Source: an optimization exercise on an open RTL-to-GDS flow (aim: small area and a short achievable clock period). Production flows keep margins and buffers that such runs may drop.
Where RTL was checked, it was by simulation tests only, not by an equivalence proof against the original.
No activity file was given, so power comes from the tool's default toggle rates.

== amber ==
Design fft_test_core, start of the top module:
module fft_test_core #(
  localparam int IW = 12,
  localparam int OW = 19,
  localparam int AW = 43
) (
  input  logic                 aclk,
  input  logic                 aresetn,
  input  logic [IW-1:0]        input_data_ch1,
  output logic signed [OW-1:0] fft_real,
  output logic signed [OW-1:0] fft_imag,
  output logic [AW-1:0]        amp,
  output logic                 fft_out_valid
);
Size: roughly 8100 cells after synthesis, about 2600 flip-flops, about 96000 sq um of cells after synthesis.
==> flow/config.mk <==
export PLATFORM = sky130hd
export DESIGN_NAME = fft_test_core
export DESIGN_NICKNAME = fft_test_core
export VERILOG_FILES = /design/flow/design.v
export SDC_FILE = /design/flow/constraint.sdc
export NUM_CORES = 8
export LEC_CHECK = 0
export CAP_MARGIN = 20
export CORE_MARGIN = 2
export CORE_UTILIZATION = 55
export SLEW_MARGIN = 20
export SYNTH_HIERARCHICAL = 1
export SYNTH_MINIMUM_KEEP_SIZE = 0
==> flow/constraint.sdc <==
create_clock -name core_clock -period 16.0 [get_ports {aclk}]
set_input_delay 3.2000 -clock core_clock [delete_from_list [all_inputs] [get_ports {aclk}]]
set_output_delay 3.2000 -clock core_clock [all_outputs]
set_load 0.01 [all_outputs]
standard.sh (not shown) runs the stock make flow with config.mk's settings and CLKGATE_MAP_FILE= SYNTH_SCRIPT=/design/flow/synth_recipe.tcl, a recipe that flattens the netlist after the stock synthesis.
==> flow/flow/run.sh <==
#!/bin/bash
# The standard ORFS layout, with repair_timing aiming for a larger setup slack
# (the clock and constraints stay the design's) and a clock tree without dummy loads.
# Make's full output goes to make.log.
set -euo pipefail
export CTS_ARGS="-sink_clustering_enable -repair_clock_nets -dont_use_dummy_load -sink_clustering_size 25 -sink_clustering_max_diameter 70"
bash standard.sh SETUP_SLACK_MARGIN=${MARGIN:-11.35} finish > make.log 2>&1
Both conditions hold for amber: the flow ran to the end and the final layout passed the timing, design-rule and antenna checks.
The following lists how xenon was set up differently from amber:
- putting PLACE_DENSITY at 0.7 where nothing was set
diff --git a/flow/flow/run.sh b/flow/flow/run.sh
--- a/flow/flow/run.sh
+++ b/flow/flow/run.sh
@@ -5,3 +5,3 @@
 set -euo pipefail
 export CTS_ARGS="-sink_clustering_enable -repair_clock_nets -dont_use_dummy_load -sink_clustering_size 25 -sink_clustering_max_diameter 70"
-bash standard.sh SETUP_SLACK_MARGIN=${MARGIN:-11.35} finish > make.log 2>&1
+bash standard.sh SETUP_SLACK_MARGIN=${MARGIN:-11.5} finish > make.log 2>&1
Findings:
In the reports for amber and xenon, the smaller clock-buffer cell count belongs to xenon. xenon — wire length about 4.5% lower, amber as reference. xenon ended up with amp[10] as its launching element of the worst setup path; amber ended up with amp[8]. xenon -> amber: number of sequential cells flat. Compared with amber, xenon shows a higher buffer count excluding the clock tree in the final layout. xenon vs. amber: cell count rose 35; combinational share of power about even; summed area of non-filler cells in the final layout rose about 0.7%; routed wire length on met3 rose 24%; highest achievable clock rate about even.
Setup changes, xenon to pepper
- CORE_UTILIZATION now 60, was 55
--- outcome ---
- Compared with xenon, pepper improves total routed wirelength.
- Going from xenon to pepper, leakage power moved down, growth of design area from synthesis to finish went down.
- Die area improves in pepper relative to xenon.
- pepper ends up with lower worst hold margin than xenon does.
- The final clock period utilization by the worst path of pepper is lower than that of xenon.
- Side by side, global-route usage turned out higher in pepper than in xenon.
- A startpoint of the worst setup timing path of fft_imag[17] is what pepper shows, while amp[10] belongs to xenon.
## Diff of input files: ember against pepper
- swapping 60 for 45 in CORE_UTILIZATION
==> comparison <==
- pepper → ember: footprint of the multi-input gates stayed essentially flat; largest net degree at the start of global routing shows an increase of 2; total number of sequential cells was more or less identical; met2 track demand over resource in global routing lost 12 points; register-to-register slack moved down.
- ember vs. pepper: vertical die dimension higher; layout-stage area growth over the synthesis result rose 0.96 points; total track usage down 8.6 points.
> inputs changed (ember -> juniper)
- CORE_UTILIZATION now 55, was 45
- PLACE_DENSITY no longer set, was 0.7
Findings:
juniper completed every stage of the flow, and the final layout passed the timing, design-rule and antenna checks. juniper against ember: wire length rose about 7%; depth of the worst register-to-register path grew by 5; setup slack after layout fell by 0.017 ns; final area shows no meaningful change.

* * *

## rev 12
fft_test_core, a different RTL version from the one above (not shown whole).
For scale: ~10,000 cells after synthesis, ~96 I/O pins, ~110,000 sq um of cells after synthesis.
==> flow/config.mk <==
export PLATFORM = sky130hd
export DESIGN_NAME = fft_test_core
export DESIGN_NICKNAME = fft_test_core
export VERILOG_FILES = /design/flow/design.v
export SDC_FILE = /design/flow/constraint.sdc
export NUM_CORES = 8
export LEC_CHECK = 0
export CAP_MARGIN = 20
export CORE_MARGIN = 2
export CORE_UTILIZATION = 55
export CTS_BUF_LIST = sky130_fd_sc_hd__clkbuf_8
export CTS_CLUSTER_SIZE = 30
export SLEW_MARGIN = 20
==> flow/constraint.sdc <==
create_clock -name core_clock -period 16.0 [get_ports {aclk}]
set_input_delay 3.2000 -clock core_clock [delete_from_list [all_inputs] [get_ports {aclk}]]
set_output_delay 3.2000 -clock core_clock [all_outputs]
set_load 0.01 [all_outputs]
==> flow/flow/run.sh <==
#!/bin/bash
# The standard ORFS layout, with repair_timing aiming for a larger setup slack
# (the clock and constraints stay the design's). Make's full output goes to make.log.
set -euo pipefail
bash standard.sh SETUP_SLACK_MARGIN=${MARGIN:-11} finish > make.log 2>&1
## Diff of input files: rev 13 against rev 12
Settings: a deleted CTS_CLUSTER_SIZE that had been 30; a deleted CTS_BUF_LIST that had been sky130_fd_sc_hd__clkbuf_8.
- Comparing rev 13 against rev 12, there is no change at all in placed cell count.
- Rev 13: PASS, flow complete, no timing, DRC or antenna violations
- In terms of final core utilization, rev 12 and rev 13 differ only marginally.
- Summary of rev 13 over rev 12: worst setup slack saw a decrease, total design power increased about 2%, final critical delay including setup and external delays climbed 0.056 ns.
- Between rev 12 and rev 13, number of clock buffers inserted by TritonCTS is lower for rev 13, rev 12 comes in above that.
No run of this note included a check of the RTL's function; only the layout flow was run.

* * *

Setup of JK:
fft_test_core, a different RTL version from the one above (not shown whole).
Size: about 9,900 cells after synthesis, roughly 2,500 flip-flops, about 96 I/O pins, about 0.11 sq mm of cells after synthesis.
==> flow/config.mk <==
export PLATFORM = sky130hd
export DESIGN_NAME = fft_test_core
export DESIGN_NICKNAME = fft_test_core
export VERILOG_FILES = /design/flow/design.v
export SDC_FILE = /design/flow/constraint.sdc
export NUM_CORES = 8
export LEC_CHECK = 0
export CAP_MARGIN = 20
export CORE_MARGIN = 2
export CORE_UTILIZATION = 55
export SLEW_MARGIN = 20
==> flow/constraint.sdc <==
create_clock -name core_clock -period 16.0 [get_ports {aclk}]
set_input_delay 3.2000 -clock core_clock [delete_from_list [all_inputs] [get_ports {aclk}]]
set_output_delay 3.2000 -clock core_clock [all_outputs]
set_load 0.01 [all_outputs]
Scripts as last shown in full above: flow/flow/run.sh
JK completed end to end with timing, DRC and antenna clean.
#### Input delta (MS over JK)
==> flow/flow/run.sh <==
#!/bin/bash
# The standard ORFS layout, with repair_timing aiming for a larger setup slack
# (the clock and constraints stay the design's) and a clock tree without dummy loads.
# Make's full output goes to make.log.
set -euo pipefail
export CTS_ARGS="-sink_clustering_enable -repair_clock_nets -dont_use_dummy_load"
bash standard.sh SETUP_SLACK_MARGIN=${MARGIN:-11} finish > make.log 2>&1
==> comparison <==
MS ends up with a final routed wire length divided by cell count that is 0.34 microns higher than in JK.
Final standard cell area without fillers of MS falls short of that of JK by a few percent.
Diff JK -> MS: number of fill cells increased by 1.5% relative to the old numbers; sequential share of layout area now larger.
Looking at the reports, MS completed the entire flow and the layout it produced met the timing, design-rule and antenna checks.

* * *

== build 44 ==
fft_test_core, a different RTL version from the one above (not shown whole).
For scale: ~9500 cells after synthesis, ~2600 flip-flops, ~96 I/O pins.
Settings: LEC_CHECK=0, ABC_AREA=1, CAP_MARGIN=20, CORE_MARGIN=2, CORE_UTILIZATION=55, PLACE_DENSITY=0.5, SLEW_MARGIN=20, SYNTH_HIERARCHICAL=1, SYNTH_MINIMUM_KEEP_SIZE=0; clock period 16.0 ns.
==> flow/flow/run.sh <==
#!/bin/bash
# The standard ORFS layout, with repair_timing aiming for a larger setup slack
# (the clock and constraints stay the design's) and a clock tree without dummy loads.
# Make's full output goes to make.log.
set -euo pipefail
export CTS_ARGS="-sink_clustering_enable -repair_clock_nets -dont_use_dummy_load -sink_clustering_size 25 -sink_clustering_max_diameter 70"
bash standard.sh SETUP_SLACK_MARGIN=${MARGIN:-11.5} finish > make.log 2>&1
## Diff of input files: build 1 against build 44
Settings: removing PLACE_DENSITY (formerly 0.5); setting TNS_END_PERCENT to 10 for the first time.
Notes after the runs:
Looking at build 44 and build 1, the number of enable-type register cells in the synthesized netlist is a wash. Compared with build 44, build 1 is the more power-hungry design. Compared with build 44, build 1 shows a cell area that is about 0.8% lower. | count of inserted tapcells | build 44 vs build 1 | ≈ equal |. Taking build 44 as the reference, in build 1 final cell count went down, area share of xor/xnor cells in the synthesized design did not really move. Largest net degree at the start of global routing of build 1 exceeds that of build 44 by a little under 10%.
Edits applied to the flow inputs when going from build 1 to build 8:
Settings: TNS_END_PERCENT removed (was 10).
diff --git a/flow/flow/run.sh b/flow/flow/run.sh
--- a/flow/flow/run.sh
+++ b/flow/flow/run.sh
@@ -5,3 +5,3 @@
 set -euo pipefail
 export CTS_ARGS="-sink_clustering_enable -repair_clock_nets -dont_use_dummy_load -sink_clustering_size 25 -sink_clustering_max_diameter 70"
-bash standard.sh SETUP_SLACK_MARGIN=${MARGIN:-11.5} finish > make.log 2>&1
+bash standard.sh SETUP_SLACK_MARGIN=${MARGIN:-11.4} finish > make.log 2>&1
Findings:
- On sequential share of layout area, build 1 and build 8 are basically level.
- Number of sinks on the clock net came out exactly the same in build 1 and build 8.
- Cell area delta (build 1 -> build 8): insignificant
- Comparing build 1 and build 8, the lower global routing usage on met3 is on build 1.
- Actual slew at the worst max-slew pin: build 1 and build 8 compared, higher one is build 8
Input-level comparison between build 79 and build 8:
Settings: PLACE_DENSITY: unset -> 0.7.
diff --git a/flow/flow/run.sh b/flow/flow/run.sh
--- a/flow/flow/run.sh
+++ b/flow/flow/run.sh
@@ -5,3 +5,3 @@
 set -euo pipefail
 export CTS_ARGS="-sink_clustering_enable -repair_clock_nets -dont_use_dummy_load -sink_clustering_size 25 -sink_clustering_max_diameter 70"
-bash standard.sh SETUP_SLACK_MARGIN=${MARGIN:-11.4} finish > make.log 2>&1
+bash standard.sh SETUP_SLACK_MARGIN=${MARGIN:-11.5} finish > make.log 2>&1
## What came out
Build 79 vs build 8, endpoint of the most critical setup path: fft_imag[9] vs amp[2]. Build 79 vs. build 8: placer's final routability congestion estimate has increased, maximum frequency fell by about 0.46%, cell area saw an increase, non-clock buffer count now larger. Build 79 has worst setup slack below what build 8 had.
--- input diff build 79..build 27 ---
Settings: removing ABC_AREA (formerly 1); removing PLACE_DENSITY (formerly 0.7).
--- outcome ---
Compared with build 79, in build 27 count of inverters not on the clock network in the layout -73%, share of the synthesized netlist area taken by xor and xnor gates ~0 delta, final cell area excluding filler cells +2400 um^2, core outline area +about 1.6%. Summary — non-clock buffer count, build 27 relative to build 79: higher, by 104. Synthesis-to-layout area growth for build 27: 0.48 points up relative to build 79. Relative to build 79, post-synthesis instance total decreased by 495 in build 27. Across both runs, utilization was higher for build 27 than for build 79. Re data arrival time of the critical path: build 79 and build 27 aren't equal, and the lower value belongs to build 79. The wire length of the first global-routing pass in build 27 sits about 4.5% below the value recorded for build 79.
The inputs of build 94 differ from those of build 27 as listed below.
Settings: ABC_AREA: unset -> 1.
diff --git a/flow/flow/run.sh b/flow/flow/run.sh
--- a/flow/flow/run.sh
+++ b/flow/flow/run.sh
@@ -5,3 +5,3 @@
 set -euo pipefail
 export CTS_ARGS="-sink_clustering_enable -repair_clock_nets -dont_use_dummy_load -sink_clustering_size 25 -sink_clustering_max_diameter 70"
-bash standard.sh SETUP_SLACK_MARGIN=${MARGIN:-11.5} finish > make.log 2>&1
+bash standard.sh SETUP_SLACK_MARGIN=${MARGIN:-11.65} finish > make.log 2>&1
Notes after the runs:
Relative to build 27, hold slack has decreased by 0.013 ns in build 94. Total power across build 27 and build 94: no real change. Number of non-clock buffers: build 94 vs build 27 down 14%. For number of unique standard cell types used by synthesis, dividing the value from build 94 by the value from build 27 gives 0.72. On length of routed wiring on met1: between build 27 and build 94, it ends up lower for build 27. Of build 94 and build 27, it is build 94 that has the higher all-layer global routing usage. Build 94 ended with less mean cell area of the mapped netlist than build 27. Share of the clock period used by the worst path across build 27 and build 94: no real change.

* * *

Another version of the RTL of fft_test_core (not shown whole).
Size in the first run: about 2,500 flip-flops.
Settings: LEC_CHECK=0, ABC_AREA=1, CAP_MARGIN=20, CORE_MARGIN=2, CORE_UTILIZATION=45, SETUP_SLACK_MARGIN=0.3, SLEW_MARGIN=20; clock period 16.0 ns.
run.sh (not shown) runs the stock make flow with config.mk's settings and CLKGATE_MAP_FILE= SYNTH_SCRIPT=/design/flow/synth_recipe.tcl, a recipe that flattens the netlist after the stock synthesis.
Stock flow here: none of the scripts above is used.
Edit:
Settings changed: ABC_AREA 1 to default, CORE_UTILIZATION 45 to 25.
Sequential power stays flat.
Count of clock-buffer cells in the layout came out higher by 44.
Total power went up by about 4%.
Sequential share of layout area drops by 4.5 points.
Combinational power rose by about 15%.
No run of this note included a check of the RTL's function; only the layout flow was run.

* * *

## nickel
RTL: one of the versions met above, not the one the previous note started from.
Size in the first run: roughly 12000 cells after synthesis.
export LEC_CHECK = 0
export ABC_AREA = 1
export CAP_MARGIN = 20
export CORE_MARGIN = 2
export CORE_UTILIZATION = 55
export SLEW_MARGIN = 20
create_clock -name core_clock -period 16.0 [get_ports {aclk}]
standard.sh (not shown) runs the stock make flow with config.mk's settings and CLKGATE_MAP_FILE= SYNTH_SCRIPT=/design/flow/synth_recipe.tcl, a recipe that flattens the netlist after the stock synthesis.
==> flow/flow/run.sh <==
#!/bin/bash
# The standard ORFS layout, with repair_timing aiming for a larger setup slack
# (the clock and constraints stay the design's). Make's full output goes to make.log.
set -euo pipefail
bash standard.sh SETUP_SLACK_MARGIN=${MARGIN:-11} finish > make.log 2>&1
Modified inputs, violet compared to nickel
--- a/flow/flow/run.sh
+++ b/flow/flow/run.sh
@@ -5 +5 @@
-bash standard.sh SETUP_SLACK_MARGIN=${MARGIN:-11} finish > make.log 2>&1
+bash standard.sh SETUP_SLACK_MARGIN=${MARGIN:-11.5} finish > make.log 2>&1
--- a/flow/config.mk
+++ b/flow/config.mk
@@ -8 +7,0 @@
-export ABC_AREA = 1
Number of placed instances, taps included down about 13% in violet wrt nickel
violet — layout-stage area growth over the synthesis result 5.8 points higher, nickel as reference
Summary of the comparison: ratio of final minimum period to clock period is lower in violet, relative to nickel.
Summary: total routed wirelength, violet better than nickel

* * *

Setup of run A:
fft_test_core with an RTL version that a note above also has.
Size in the first run: ~9000 cells after synthesis, roughly 2600 flip-flops, ~96 I/O pins, about 99000 um^2 of cells after synthesis.
Settings: LEC_CHECK=0, CAP_MARGIN=20, CORE_MARGIN=2, CORE_UTILIZATION=55, SLEW_MARGIN=20, SYNTH_HIERARCHICAL=1, SYNTH_MINIMUM_KEEP_SIZE=0; clock period 16.0 ns.
==> flow/flow/run.sh <==
#!/bin/bash
# The standard ORFS layout, with repair_timing aiming for a larger setup slack
# (the clock and constraints stay the design's) and a clock tree without dummy loads.
# Make's full output goes to make.log.
set -euo pipefail
export CTS_ARGS="-sink_clustering_enable -repair_clock_nets -dont_use_dummy_load -sink_clustering_size 25 -sink_clustering_max_diameter 70"
bash standard.sh SETUP_SLACK_MARGIN=${MARGIN:-11.65} finish > make.log 2>&1
Setup changes, run A to run B
==> flow/flow/run.sh <==
#!/bin/bash
# The standard ORFS layout, with repair_timing aiming for a larger setup slack
# (the clock and constraints stay the design's) and a clock tree without dummy loads.
# Make's full output goes to make.log.
set -euo pipefail
export CTS_ARGS="-sink_clustering_enable -repair_clock_nets -dont_use_dummy_load -sink_clustering_size 20 -sink_clustering_max_diameter 60"
bash standard.sh SETUP_SLACK_MARGIN=${MARGIN:-11.5} finish > make.log 2>&1
## What came out
- Final worst slack (higher): run A
- Number of fillers in the final layout: run A vs run B — no meaningful difference
- In run B, count of clock buffers in the final design is higher than in run A.
- On proportion of cell area occupied by registers, the higher figure sits with run B, not run A.
- Run A and run B ended up with nearly the same ratio of final minimum period to clock period.
- Sort run A and run B by power per unit of standard cell area asc -> top: run A
Here is what was changed in the inputs of run C compared with run B.
- ABC_AREA: unset -> 1
diff --git a/flow/flow/run.sh b/flow/flow/run.sh
--- a/flow/flow/run.sh
+++ b/flow/flow/run.sh
@@ -6 +6 @@
-export CTS_ARGS="-sink_clustering_enable -repair_clock_nets -dont_use_dummy_load -sink_clustering_size 20 -sink_clustering_max_diameter 60"
+export CTS_ARGS="-sink_clustering_enable -repair_clock_nets -dont_use_dummy_load -sink_clustering_size 25 -sink_clustering_max_diameter 70"
Notes after the runs:
- Run C vs. run B: die area went down; number of placed instances with taps included went up; power went down; routed wire length went up; final RePlAce weighted congestion went up.
- Against run B, run C reports a worst setup slack that is higher.
- The higher worst endpoint data arrival time of run B and run C is in run B.
- The count of inserted antenna diode cells of run C falls short of that of run B by 11.
- Relative to run B, layout buffer count excluding clock buffers decreased by 37% in run C.
- For the final cell count, run C came in 4.2% higher than run B did.

==> static timing again, ports no longer ideal <==
The flow's constraints put no driver on any port. The routed layouts listed below were extracted and timed again, unchanged, in two steps.
Step 1: set_driving_cell puts a clkbuf_16 on aclk and a buf_2 on each other input, an assumption about the parent block.
Step 2 also shifts input and output timing later by t, the mid clock arrival at the registers, as if the neighbouring blocks saw the same clock.
Three values: no drivers, after step 1, after step 2; two values: the first two.
run	shift t [ns]	slack for setup (ns)	worst hold slack (ns)	latest minus earliest clock arrival (ns)	pins driven straight from the clock port
amber	0.881	11.382 / 11.292 / 11.195	0.267 / 0.267 / 0.267	0.136 / 0.136	1
xenon	0.867	11.381 / 11.298 / 11.486	0.282 / 0.282 / 0.282	0.114 / 0.114	1
pepper	0.855	11.434 / 11.353 / 11.543	0.261 / 0.261 / 0.261	0.127 / 0.127	1
ember	0.875	11.413 / 11.328 / 11.510	0.252 / 0.252 / 0.252	0.122 / 0.121	1
juniper	0.855	11.396 / 11.315 / 11.178	0.271 / 0.271 / 0.271	0.122 / 0.121	1
rev 12	1.137	11.095 / 11.012 / 11.095	0.264 / 0.264 / 0.264	0.114 / 0.114	1
rev 13	0.970	11.039 / 10.958 / 11.059	0.274 / 0.274 / 0.274	0.077 / 0.077	1
JK	0.983	11.021 / 10.974 / 11.021	0.293 / 0.293 / 0.293	0.084 / 0.084	1
MS	0.954	11.067 / 10.970 / 11.077	0.276 / 0.276 / 0.276	0.131 / 0.131	1
build 44	0.892	11.408 / 11.317 / 11.397	0.287 / 0.287 / 0.287	0.112 / 0.112	1
build 1	0.881	11.412 / 11.331 / 11.322	0.267 / 0.267 / 0.267	0.110 / 0.109	1
build 8	0.880	11.452 / 11.358 / 11.309	0.267 / 0.267 / 0.267	0.114 / 0.114	1
build 79	0.894	11.431 / 11.343 / 11.450	0.269 / 0.269 / 0.269	0.144 / 0.144	1
build 27	0.883	11.410 / 11.322 / 11.527	0.269 / 0.269 / 0.269	0.096 / 0.096	1
build 94	0.892	11.423 / 11.332 / 11.378	0.256 / 0.256 / 0.256	0.117 / 0.118	1
the first run of note 5	0.983	8.148 / 8.148 / 8.148	0.231 / 0.231 / 0.231	0.130 / 0.130	1
the second run of note 5	0.984	6.731 / 6.731 / 6.731	0.260 / 0.260 / 0.260	0.114 / 0.114	1
nickel	0.970	11.067 / 10.975 / 11.067	0.257 / 0.257 / 0.257	0.174 / 0.174	1
violet	0.964	11.161 / 11.161 / 11.161	0.266 / 0.266 / 0.266	0.098 / 0.098	1
run A	0.858	11.432 / 11.350 / 11.447	0.291 / 0.291 / 0.291	0.105 / 0.105	1
run B	0.883	11.408 / 11.314 / 11.519	0.266 / 0.266 / 0.266	0.134 / 0.133	1
run C	0.883	11.440 / 11.359 / 11.311	0.267 / 0.267 / 0.267	0.114 / 0.115	1
After both steps every run listed still meets setup and hold. The setup slack of juniper, which loses most, moves by -0.081 ns with the drivers and by -0.218 ns with both steps. Setup slack includes reset recovery checks.
